From an optimization exercise on the open Yosys and OpenROAD flow, aimed at small area and a short achievable clock period; shortcuts taken in it are not production practice.
In this exercise RTL edits were held to simulation tests only and were not proved equivalent to the original.
Power is estimated from default activity; no workload was simulated.

==> flow/design.v (excerpt) <==
module wb_order_restorer
#(
  parameter int DEPTH = 8,
  parameter int XLEN  = 32
) (
  input  logic                    clk,
  input  logic                    rst_i,
  input  logic                    in_valid_i,
  output logic                    in_ready_o,
  input  logic                    order_change_i,
  input  logic                    l1_valid_i,
  input  logic [XLEN-1:0]         l1_pc_i,
  input  logic [rv_pkg::REG_ADDR_W-1:0]   l1_rd_i,
  input  logic                    l1_we_i,
  input  logic [XLEN-1:0]         l1_data_i,
  input  logic                    l2_valid_i,
  input  logic [XLEN-1:0]         l2_pc_i,
  input  logic [rv_pkg::REG_ADDR_W-1:0]   l2_rd_i,
  input  logic                    l2_we_i,
  input  logic [XLEN-1:0]         l2_data_i,
  output logic                    c0_valid_o,
  output logic [XLEN-1:0]         c0_pc_o,
  output logic [rv_pkg::REG_ADDR_W-1:0]   c0_rd_o,
  output logic                    c0_we_o,
  output logic [XLEN-1:0]         c0_data_o,
  output logic                    c1_valid_o,
  output logic [XLEN-1:0]         c1_pc_o,
  output logic [rv_pkg::REG_ADDR_W-1:0]   c1_rd_o,
  output logic                    c1_we_o,
  output logic [XLEN-1:0]         c1_data_o,
  input  logic                    commit_ready_i,
  output logic [$clog2(DEPTH):0]  occupancy_o
);
Size: about 1900 cells after synthesis, roughly 600 flip-flops, about 290 I/O pins.
clock: 4.6 ns
lec_check: 0
cap_margin: 20
core_margin: 2
core_utilization: 60
setup_slack_margin: 2.3
slew_margin: 20
standard.sh (not shown) runs the stock make flow with config.mk's settings and CLKGATE_MAP_FILE= SYNTH_SCRIPT=/design/flow/synth_recipe.tcl, a recipe that flattens the netlist after the stock synthesis.
==> flow/flow/run.sh <==
#!/bin/bash
# The standard synthesis and layout (standard.sh), except that from
# floorplan on the delay cells (clkdlybuf4s*, dlygate4sd*, dlymetal6s*) are
# added to the platform's don't-use list, so port buffering and repair use
# plain buffers. Synthesis runs first, unchanged. Each tool's output goes to a
# log file in this folder.
set -euo pipefail
bash standard.sh synth > synth.log 2>&1
# The platform's own don't-use list, as ORFS computes it for this config.
plat=$(make -C "$FLOW_HOME" DESIGN_CONFIG="$FLOW_CONFIG" WORK_HOME="$PWD/orfs" \
         print-DONT_USE_CELLS 2> print_dont_use.log | sed -n 's/^DONT_USE_CELLS: //p')
if [[ -z "$plat" ]]; then
  echo "could not read the platform's DONT_USE_CELLS" >&2
  exit 1
fi
dly=""
for c in clkdlybuf4s15_1 clkdlybuf4s15_2 clkdlybuf4s18_1 clkdlybuf4s18_2 \
         clkdlybuf4s25_1 clkdlybuf4s25_2 clkdlybuf4s50_1 clkdlybuf4s50_2 \
         dlygate4sd1_1 dlygate4sd2_1 dlygate4sd3_1 \
         dlymetal6s2s_1 dlymetal6s4s_1 dlymetal6s6s_1; do
  dly="$dly sky130_fd_sc_hd__$c"
done
echo "DONT_USE_CELLS=$plat$dly" > dont_use.txt
bash standard.sh "DONT_USE_CELLS=$plat$dly" finish > layout.log 2>&1
Then changed:
- CORE_UTILIZATION: 60 -> 40
The new run produced a clean layout.
Clock-buffer cell count is higher by 23.
Via count stays flat.
Design area is higher by 2.5%.
Die area is higher by 49%.
Worst hold slack is better by 0.24 ns.
Sequential share of layout area is lower by 1.4 points.
Total power is higher by about 2%.
Core utilization is lower by 22 points.
Flip-flop and latch count does not change.
Routed wire length is higher by 4.7%.
Setup slack is worse by 0.0067 ns.
Then changed:
==> flow/run.sh (new file) <==
#!/bin/bash
# synth_recipe.tcl (not shown) runs the flow's synth.tcl, then flattens the netlist and writes it again
# the make line also repeats each setting of config.mk as NAME=value (left out here)
make -C /OpenROAD-flow-scripts/flow DESIGN_CONFIG=/design/flow/config.mk WORK_HOME=/design/flow/orfs CLKGATE_MAP_FILE= SYNTH_SCRIPT=/design/flow/synth_recipe.tcl finish
removed: flow/flow/run.sh
removed: flow/standard.sh
After rerunning:
- core utilization came out higher by 2.4 points
- sequential power increases by about 1%
- worst hold slack improves by 0.0098 ns
- count of clock-buffer cells in the layout shrinks by 19
- setup slack is better by 0.025 ns
- routed wire length is higher by about 1.5%
- combinational power grows by about 9%
- design area went up by 5.0%
- synthesized cell count stays the same
- power stays flat
- critical path depth came out lower by 5
Then changed:
==> flow/flow/run.sh (new file) <==
#!/bin/bash
# The standard synthesis and layout (standard.sh), except that from
# floorplan on the delay cells (clkdlybuf4s*, dlygate4sd*, dlymetal6s*) are
# added to the platform's don't-use list, so port buffering and repair use
# plain buffers. Synthesis runs first, unchanged. Each tool's output goes to a
# log file in this folder.
set -euo pipefail
bash standard.sh synth > synth.log 2>&1
# The platform's own don't-use list, as ORFS computes it for this config.
plat=$(make -C "$FLOW_HOME" DESIGN_CONFIG="$FLOW_CONFIG" WORK_HOME="$PWD/orfs" \
         print-DONT_USE_CELLS 2> print_dont_use.log | sed -n 's/^DONT_USE_CELLS: //p')
if [[ -z "$plat" ]]; then
  echo "could not read the platform's DONT_USE_CELLS" >&2
  exit 1
fi
dly=""
for c in clkdlybuf4s15_1 clkdlybuf4s15_2 clkdlybuf4s18_1 clkdlybuf4s18_2 \
         clkdlybuf4s25_1 clkdlybuf4s25_2 clkdlybuf4s50_1 clkdlybuf4s50_2 \
         dlygate4sd1_1 dlygate4sd2_1 dlygate4sd3_1 \
         dlymetal6s2s_1 dlymetal6s4s_1 dlymetal6s6s_1; do
  dly="$dly sky130_fd_sc_hd__$c"
done
echo "DONT_USE_CELLS=$plat$dly" > dont_use.txt
bash standard.sh "DONT_USE_CELLS=$plat$dly" finish > layout.log 2>&1
==> flow/standard.sh (new file) <==
#!/bin/bash
# synth_recipe.tcl (not shown) runs the flow's synth.tcl, then flattens the netlist and writes it again
# the make line also repeats each setting of config.mk as NAME=value (left out here)
make -C /OpenROAD-flow-scripts/flow DESIGN_CONFIG=/design/flow/config.mk WORK_HOME=/design/flow/orfs CLKGATE_MAP_FILE= SYNTH_SCRIPT=/design/flow/synth_recipe.tcl "${@:-finish}"
- SETUP_SLACK_MARGIN: 2.3 -> 2.0
removed: flow/run.sh
The new run ran to the end with no violations.
Synthesized area is unchanged.
Count of clock-buffer cells in the layout climbs by 16.
Via count hardly moves.
Fmax drops by 12%.
Clock skew drops by 0.0098 ns.
Cell area drops by 7.5%.
Cell count hardly moves.

==> re-timing with driven ports <==
The flow's constraints put no driver on any port. The routed layouts listed below were extracted and timed again, unchanged, in two steps.
Step 1 sets driving cells, clkbuf_16 on the clock port and buf_2 on the other inputs (assumed; they add their load-dependent delay and slew).
Step 2 adds t to the input delays and takes it off the output delays; t is the mean of the earliest and latest rising clock arrival at the registers after step 1. Input paths then give back, and output paths get back, about the clock's delay inside the block.
Slacks: ideal / step 1 / step 2; pairs: ideal / step 1.
run	shift t [ns]	setup WS [ns]	hold WS [ns]
the first run	0.677	2.311 / 2.280 / 1.654	0.237 / 0.197 / 0.476
the second run	0.659	2.304 / 2.292 / 1.633	0.478 / 0.463 / 0.478
the third run	0.686	2.328 / 2.270 / 1.685	0.488 / 0.488 / 0.488
the fourth run	0.659	2.027 / 2.062 / 1.404	0.481 / 0.481 / 0.481
After both steps setup and hold are still met in every run listed. For the second run, which loses most, drivers alone change the setup slack by -0.012 ns; drivers and shift together by -0.671 ns.
